This design comes from an exercise in tuning for small area, a short achievable clock period and few clock cycles per item on the open sky130 flow, not from production work. Function was checked by simulation only, so behaviour that the tests miss may differ from the original. No activity file was given, so power comes from the tool's default toggle rates.

==> flow/design.v <==
package rv_core_pkg;
    localparam int xlen       = 32;                    
    localparam int reg_addr_w = 5;                     
    localparam int dmem_words = 16;                    
    localparam int dmem_idx_w = $clog2(dmem_words);    
    localparam logic [xlen-1:0] start_addr = 32'h8000_0000;   
    localparam logic [xlen-1:0] nop_instr  = 32'h0000_0013;   
    typedef enum logic [6:0] {
        op_lui    = 7'b0110111,
        op_imm    = 7'b0010011,
        op_reg    = 7'b0110011,
        op_load   = 7'b0000011,
        op_store  = 7'b0100011,
        op_branch = 7'b1100011,
        op_jal    = 7'b1101111
    } opcode_e;
    typedef enum logic [3:0] {
        alu_add,
        alu_sub,
        alu_and,
        alu_or,
        alu_xor,
        alu_slt,
        alu_sltu,
        alu_sll,
        alu_srl,
        alu_sra,
        alu_pass_b                                     
    } alu_op_e;
    typedef enum logic [2:0] {
        st_fetch,
        st_decode,
        st_exec,
        st_mem,
        st_wb
    } state_e;
endpackage
`timescale 1ns/10ps
module rv_core (
    input  logic                                 clk_i,
    input  logic                                 rstn_i,
    input  logic [rv_core_pkg::xlen-1:0]         imem_data_i,   
    input  logic [rv_core_pkg::xlen-1:0]         addr_i,        
    output logic [rv_core_pkg::xlen-1:0]         imem_addr_o,
    output logic [rv_core_pkg::xlen-1:0]         data_o,        
    output logic                                 update_o,      
    output logic [rv_core_pkg::xlen-1:0]         pc_o,
    output logic [rv_core_pkg::xlen-1:0]         instr_o,
    output logic [rv_core_pkg::reg_addr_w-1:0]   reg_addr_o,
    output logic [rv_core_pkg::xlen-1:0]         reg_data_o,
    output logic [rv_core_pkg::xlen-1:0]         mem_addr_o,
    output logic [rv_core_pkg::xlen-1:0]         mem_data_o,
    output logic                                 mem_wrt_o
);
    localparam int XL  = rv_core_pkg::xlen;
    localparam int NW  = rv_core_pkg::dmem_words;
    localparam int IW  = rv_core_pkg::dmem_idx_w;
    localparam int NR  = 31;                     
    localparam int NRT = 11;                     
    localparam int NWT = 8;                      
    logic [2:0]            ph;                   
    logic [2:0]            clr;                  
    logic                  upd, mw, wv;          
    logic [4:0]            t;                    
    logic [XL-1:0]         pc;                   
    logic [XL-1:0]         pcr, ir;              
    logic [XL-1:0]         opa, opb;             
    logic [4:0]            pa, pb;               
    logic [XL-1:0]         res;                  
    logic [4:0]            rdw;                  
    logic [NR-1:0][XL-1:0] ring;
    logic [NW-1:0][XL-1:0] mem;
    logic [6:0]  op;
    logic [2:0]  f3;
    logic [4:0]  rd;
    logic        d_lui, d_wr, d_load, d_store, d_mem, d_branch, d_jal, d_bsel, d_sub;
    logic        last;
    assign op  = ir[6:0];
    assign f3  = ir[14:12];
    assign rd  = ir[11:7];
    always_ff @(posedge clk_i) begin
        d_lui    <= (op == rv_core_pkg::op_lui);
        d_wr     <= (op == rv_core_pkg::op_lui) | (op == rv_core_pkg::op_imm) |
                    (op == rv_core_pkg::op_reg) | (op == rv_core_pkg::op_jal);
        d_load   <= (op == rv_core_pkg::op_load);
        d_store  <= (op == rv_core_pkg::op_store);
        d_mem    <= (op == rv_core_pkg::op_load) | (op == rv_core_pkg::op_store);
        d_branch <= (op == rv_core_pkg::op_branch);
        d_jal    <= (op == rv_core_pkg::op_jal);
        d_bsel   <= (op == rv_core_pkg::op_reg) | (op == rv_core_pkg::op_branch);
        d_sub    <= (op == rv_core_pkg::op_branch) |
                    (((op == rv_core_pkg::op_reg) | (op == rv_core_pkg::op_imm)) &
                     (f3[2:1] == 2'b01)) |
                    ((op == rv_core_pkg::op_reg) & ir[30] & (f3 == 3'b000));
    end
    assign last = d_mem ? (ph == 3'd4) : (ph == 3'd3);
    logic [XL-1:0] imm_i, imm_s, imm_b, imm_j, imm_u;
    assign imm_i = {{20{ir[31]}}, ir[31:20]};
    assign imm_s = {{20{ir[31]}}, ir[31:25], ir[11:7]};
    assign imm_b = {{19{ir[31]}}, ir[31], ir[7], ir[30:25], ir[11:8], 1'b0};
    assign imm_j = {{11{ir[31]}}, ir[31], ir[19:12], ir[20], ir[30:21], 1'b0};
    assign imm_u = {ir[31:12], 12'b0};
    logic [4:0]     rs1, rs2, p1, p2;
    logic [5:0]     s1, s2;
    logic [NRT-1:0] h1, h2, g1, g2;
    assign rs1 = (ph == 3'd0) ? imem_data_i[19:15] : ir[19:15];
    assign rs2 = (ph == 3'd0) ? imem_data_i[24:20] : ir[24:20];
    assign s1  = {1'b0, imem_data_i[19:15]} + {1'b0, t};
    assign s2  = {1'b0, imem_data_i[24:20]} + {1'b0, t};
    always_comb begin
        for (int j = 0; j < NRT; j++) begin
            if (ph == 3'd0) begin
                h1[j] = (s1 == 6'(3 * j)) | (s1 == 6'(3 * j + NR));
                h2[j] = (s2 == 6'(3 * j)) | (s2 == 6'(3 * j + NR));
            end else begin
                h1[j] = (pa == 5'(3 * j));
                h2[j] = (pb == 5'(3 * j));
            end
        end
    end
    assign p1 = (ph == 3'd0) ? ((s1 >= 6'(NR)) ? 5'(s1 - 6'(NR)) : s1[4:0]) : pa;
    assign p2 = (ph == 3'd0) ? ((s2 >= 6'(NR)) ? 5'(s2 - 6'(NR)) : s2[4:0]) : pb;
    logic          clearing, z1, z2, f1, f2, v1, v2, ok1, ok2;
    logic [XL-1:0] val1, val2;
    assign clearing = !clr[2];
    assign z1 = (rs1 == 5'd0);
    assign z2 = (rs2 == 5'd0);
    assign f1 = !z1 && (rs1 == rdw);
    assign f2 = !z2 && (rs2 == rdw);
    assign v1 = !z1 && !f1 && !clearing;
    assign v2 = !z2 && !f2 && !clearing;
    always_comb begin
        for (int j = 0; j < NRT; j++) begin
            g1[j] = h1[j] & v1;
            g2[j] = h2[j] & v2;
        end
    end
    always_comb begin
        val1 = res & {XL{f1}};
        val2 = res & {XL{f2}};
        for (int j = 0; j < NRT; j++) begin
            val1 = val1 | (ring[3 * j] & {XL{g1[j]}});
            val2 = val2 | (ring[3 * j] & {XL{g2[j]}});
        end
    end
    assign ok1 = (|h1) | !v1;
    assign ok2 = (|h2) | !v2;
    logic [XL-1:0] bb, bx, sum, axb, rot, smask, sh, alu;
    logic [4:0]    shamt, ramt;
    logic          cout, lt, ltu, eq, cond, left, fill;
    assign bb    = d_bsel ? opb : (d_store ? imm_s : imm_i);
    assign bx    = bb ^ {XL{d_sub}};
    assign {cout, sum} = {1'b0, opa} + {1'b0, bx} + {{XL{1'b0}}, d_sub};
    assign ltu   = !cout;
    assign lt    = (opa[XL-1] ^ bb[XL-1]) ? opa[XL-1] : sum[XL-1];
    assign axb   = opa ^ bb;
    assign eq    = (axb == '0);
    assign cond  = (f3[2] ? (f3[1] ? ltu : lt) : eq) ^ f3[0];
    assign left  = !f3[2];                       
    assign shamt = bb[4:0];
    assign ramt  = left ? 5'(-shamt) : shamt;
    assign fill  = ir[30] & !left & opa[XL-1];
    assign rot   = XL'({opa, opa} >> ramt);
    always_comb begin
        for (int i = 0; i < XL; i++) begin
            smask[i] = left ? (5'(i) >= shamt) : (5'(XL - 1 - i) >= shamt);
        end
    end
    assign sh = (rot & smask) | ({XL{fill}} & ~smask);
    always_comb begin
        case (f3)
            3'b000:  alu = sum;
            3'b010:  alu = {31'b0, lt};
            3'b011:  alu = {31'b0, ltu};
            3'b100:  alu = axb;
            3'b110:  alu = opa | bb;
            3'b111:  alu = opa & bb;
            default: alu = sh;
        endcase
    end
    logic [XL-1:0] pc4, result;
    assign pc4 = {pcr[XL-1:2] + 30'd1, pcr[1:0]};
    always_comb begin
        if (d_jal)       result = pc4;
        else if (d_lui)  result = imm_u;
        else if (d_mem)  result = sum;
        else             result = alu;
    end
    logic [XL-1:0] load_data;
    always_comb begin
        load_data = '0;
        data_o    = '0;
        for (int w = 0; w < NW; w++) begin
            load_data = load_data | (mem[w] & {XL{res[IW+1:2] == IW'(w)}});
            data_o    = data_o | (mem[w] & {XL{addr_i[IW+1:2] == IW'(w)}});
        end
    end
    always_ff @(posedge clk_i) begin
        if (ph == 3'd4 && d_store) mem[res[IW+1:2]] <= opb;
    end
    logic [5:0]     sw;
    logic [NWT-1:0] wh;
    assign sw = {1'b0, rdw} + {1'b0, t};
    always_comb begin
        for (int j = 0; j < NWT; j++) begin
            wh[j] = clearing | ((rdw != 5'd0) && ((sw == 6'(4 * j)) || (sw == 6'(4 * j + NR))));
        end
    end
    always_ff @(posedge clk_i) begin
        for (int p = 0; p < NR; p++) begin
            if (p % 4 == 0 && wh[p / 4]) ring[(p + 1) % NR] <= res;
            else                         ring[(p + 1) % NR] <= ring[p];
        end
    end
    logic [4:0] rdw_next;
    logic       rdw_load;
    always_comb begin
        rdw_load = 1'b0;
        rdw_next = rd;
        if (ph == 3'd3) begin
            rdw_load = 1'b1;
            rdw_next = d_wr ? rd : 5'd0;
        end else if (ph == 3'd4 && d_load) begin
            rdw_load = 1'b1;
        end
    end
    always_ff @(posedge clk_i or negedge rstn_i) begin
        if (!rstn_i) begin
            ph  <= 3'd0;
            clr <= 3'd0;
            upd <= 1'b0;
            mw  <= 1'b0;
            wv  <= 1'b0;
            t   <= 5'd0;
            pc  <= rv_core_pkg::start_addr;
            rdw <= 5'd0;
            res <= '0;
        end else begin
            ph  <= last ? 3'd0 : ph + 3'd1;
            if (clearing) clr <= clr + 3'd1;
            upd <= last;
            mw  <= last & d_store;
            t   <= (t == 5'd30) ? 5'd0 : t + 5'd1;
            if (rdw_load) begin
                rdw <= rdw_next;
                wv  <= (rdw_next != 5'd0);
            end
            if (ph == 3'd3) begin
                res <= result;
                pc  <= (d_jal | (d_branch & cond)) ? pcr + (d_jal ? imm_j : imm_b) : pc4;
            end else if (ph == 3'd4 && d_load) begin
                res <= load_data;
            end
        end
    end
    always_ff @(posedge clk_i) begin
        pa <= (p1 == 5'd30) ? 5'd0 : p1 + 5'd1;
        pb <= (p2 == 5'd30) ? 5'd0 : p2 + 5'd1;
        if (ph == 3'd0) begin
            ir  <= imem_data_i;
            pcr <= pc;
        end
        if (ph <= 3'd2 && ok1) opa <= val1;
        if (ph <= 3'd2 && ok2) opb <= val2;
    end
    assign imem_addr_o = pc;
    assign update_o    = upd;
    assign pc_o        = pcr;
    assign instr_o     = ir;
    assign reg_addr_o  = rdw;
    assign reg_data_o  = res & {XL{wv}};
    assign mem_wrt_o   = mw;
    assign mem_addr_o  = res & {XL{mw}};
    assign mem_data_o  = opb & {XL{mw}};
endmodule
export LEC_CHECK = 0
export CAP_MARGIN = 20
export CORE_MARGIN = 2
export CORE_UTILIZATION = 35
export PLACE_DENSITY = 0.5
export SETUP_SLACK_MARGIN = 3.5
export SLEW_MARGIN = 20
create_clock -name core_clock -period 9.0 [get_ports {clk_i}]
standard.sh (not shown) runs the stock make flow with config.mk's settings and CLKGATE_MAP_FILE= SYNTH_SCRIPT=/design/flow/synth_recipe.tcl, a recipe that flattens the netlist after the stock synthesis.
==> flow/flow/run.sh <==
#!/bin/bash
# Standard layout, with the port buffers made from plain buffers instead of the delay cells
# that buffer_ports picks by default. Each tool's output goes to a log file here.
set -euo pipefail
export BUFFER_PORTS_ARGS="-buffer_cell sky130_fd_sc_hd__buf_4"
bash standard.sh finish > standard_make.log 2>&1
Testbench counts at the start, summed over its fixed seeds: cycles 472,582, instrs 110,324.
Edit:
--- a/flow/design.v
+++ b/flow/design.v
@@ -190,9 +190,24 @@
     always_comb begin
         load_data = '0;
-        data_o    = '0;
         for (int w = 0; w < NW; w++) begin
             load_data = load_data | (mem[w] & {XL{res[IW+1:2] == IW'(w)}});
-            data_o    = data_o | (mem[w] & {XL{addr_i[IW+1:2] == IW'(w)}});
-        end
+        end
+    end
+    logic [3:0][XL-1:0] dq;
+    always_comb begin
+        for (int g = 0; g < 4; g++) begin
+            case (addr_i[3:2])
+                2'd0:    dq[g] = mem[4 * g];
+                2'd1:    dq[g] = mem[4 * g + 1];
+                2'd2:    dq[g] = mem[4 * g + 2];
+                default: dq[g] = mem[4 * g + 3];
+            endcase
+        end
+        case (addr_i[5:4])
+            2'd0:    data_o = dq[0];
+            2'd1:    data_o = dq[1];
+            2'd2:    data_o = dq[2];
+            default: data_o = dq[3];
+        endcase
     end
     always_ff @(posedge clk_i) begin
What happened: Fmax goes up by 1.8%; area after synthesis goes up by 1.0%; wire length goes down by 3.4%; worst setup slack improves by 100 ps; clock skew goes up by 40 ps; via count goes down by 1.6%; power goes up by 1.4%; worst hold slack degrades by 38 ps; global-route usage goes down by 1.3 points; die area goes up by 1.0%; register-to-register slack improves by 30 ps; utilization goes down by 0.22 points; cell count goes down by 1.2%; design area goes up by 0.54%.
Testbench counts after the change, summed over its fixed seeds: cycles 472,582, instrs 110,324.

## separate check: timing with driven ports
In the flow no input, the clock included, has a driving cell. The finished layouts below were timed again as built, in two steps.
Step 1 assumes that a clkbuf_16 drives the clock port and a buf_2 every other input.
Step 2 also shifts input and output timing later by t, the mid clock arrival at the registers, as if the neighbouring blocks saw the same clock.
Slacks: no drivers / after step 1 / after step 2; pairs: no drivers / after step 1.
| run | shift t [ns] | setup WS [ns] | clock arrival spread, ns | worst slew at a driven data input, ns |
|---|---|---|---|---|
| the first run | 0.920 | 3.411 / 3.366 / 2.942 | 0.049 / 0.049 | 0.07 |
| the second run | 0.947 | 3.512 / 3.267 / 2.929 | 0.088 / 0.088 | 0.27 |
After both steps setup and hold are still met in every run listed. The setup slack of the second run, which loses most, moves by -0.245 ns with the drivers and by -0.583 ns with both steps.
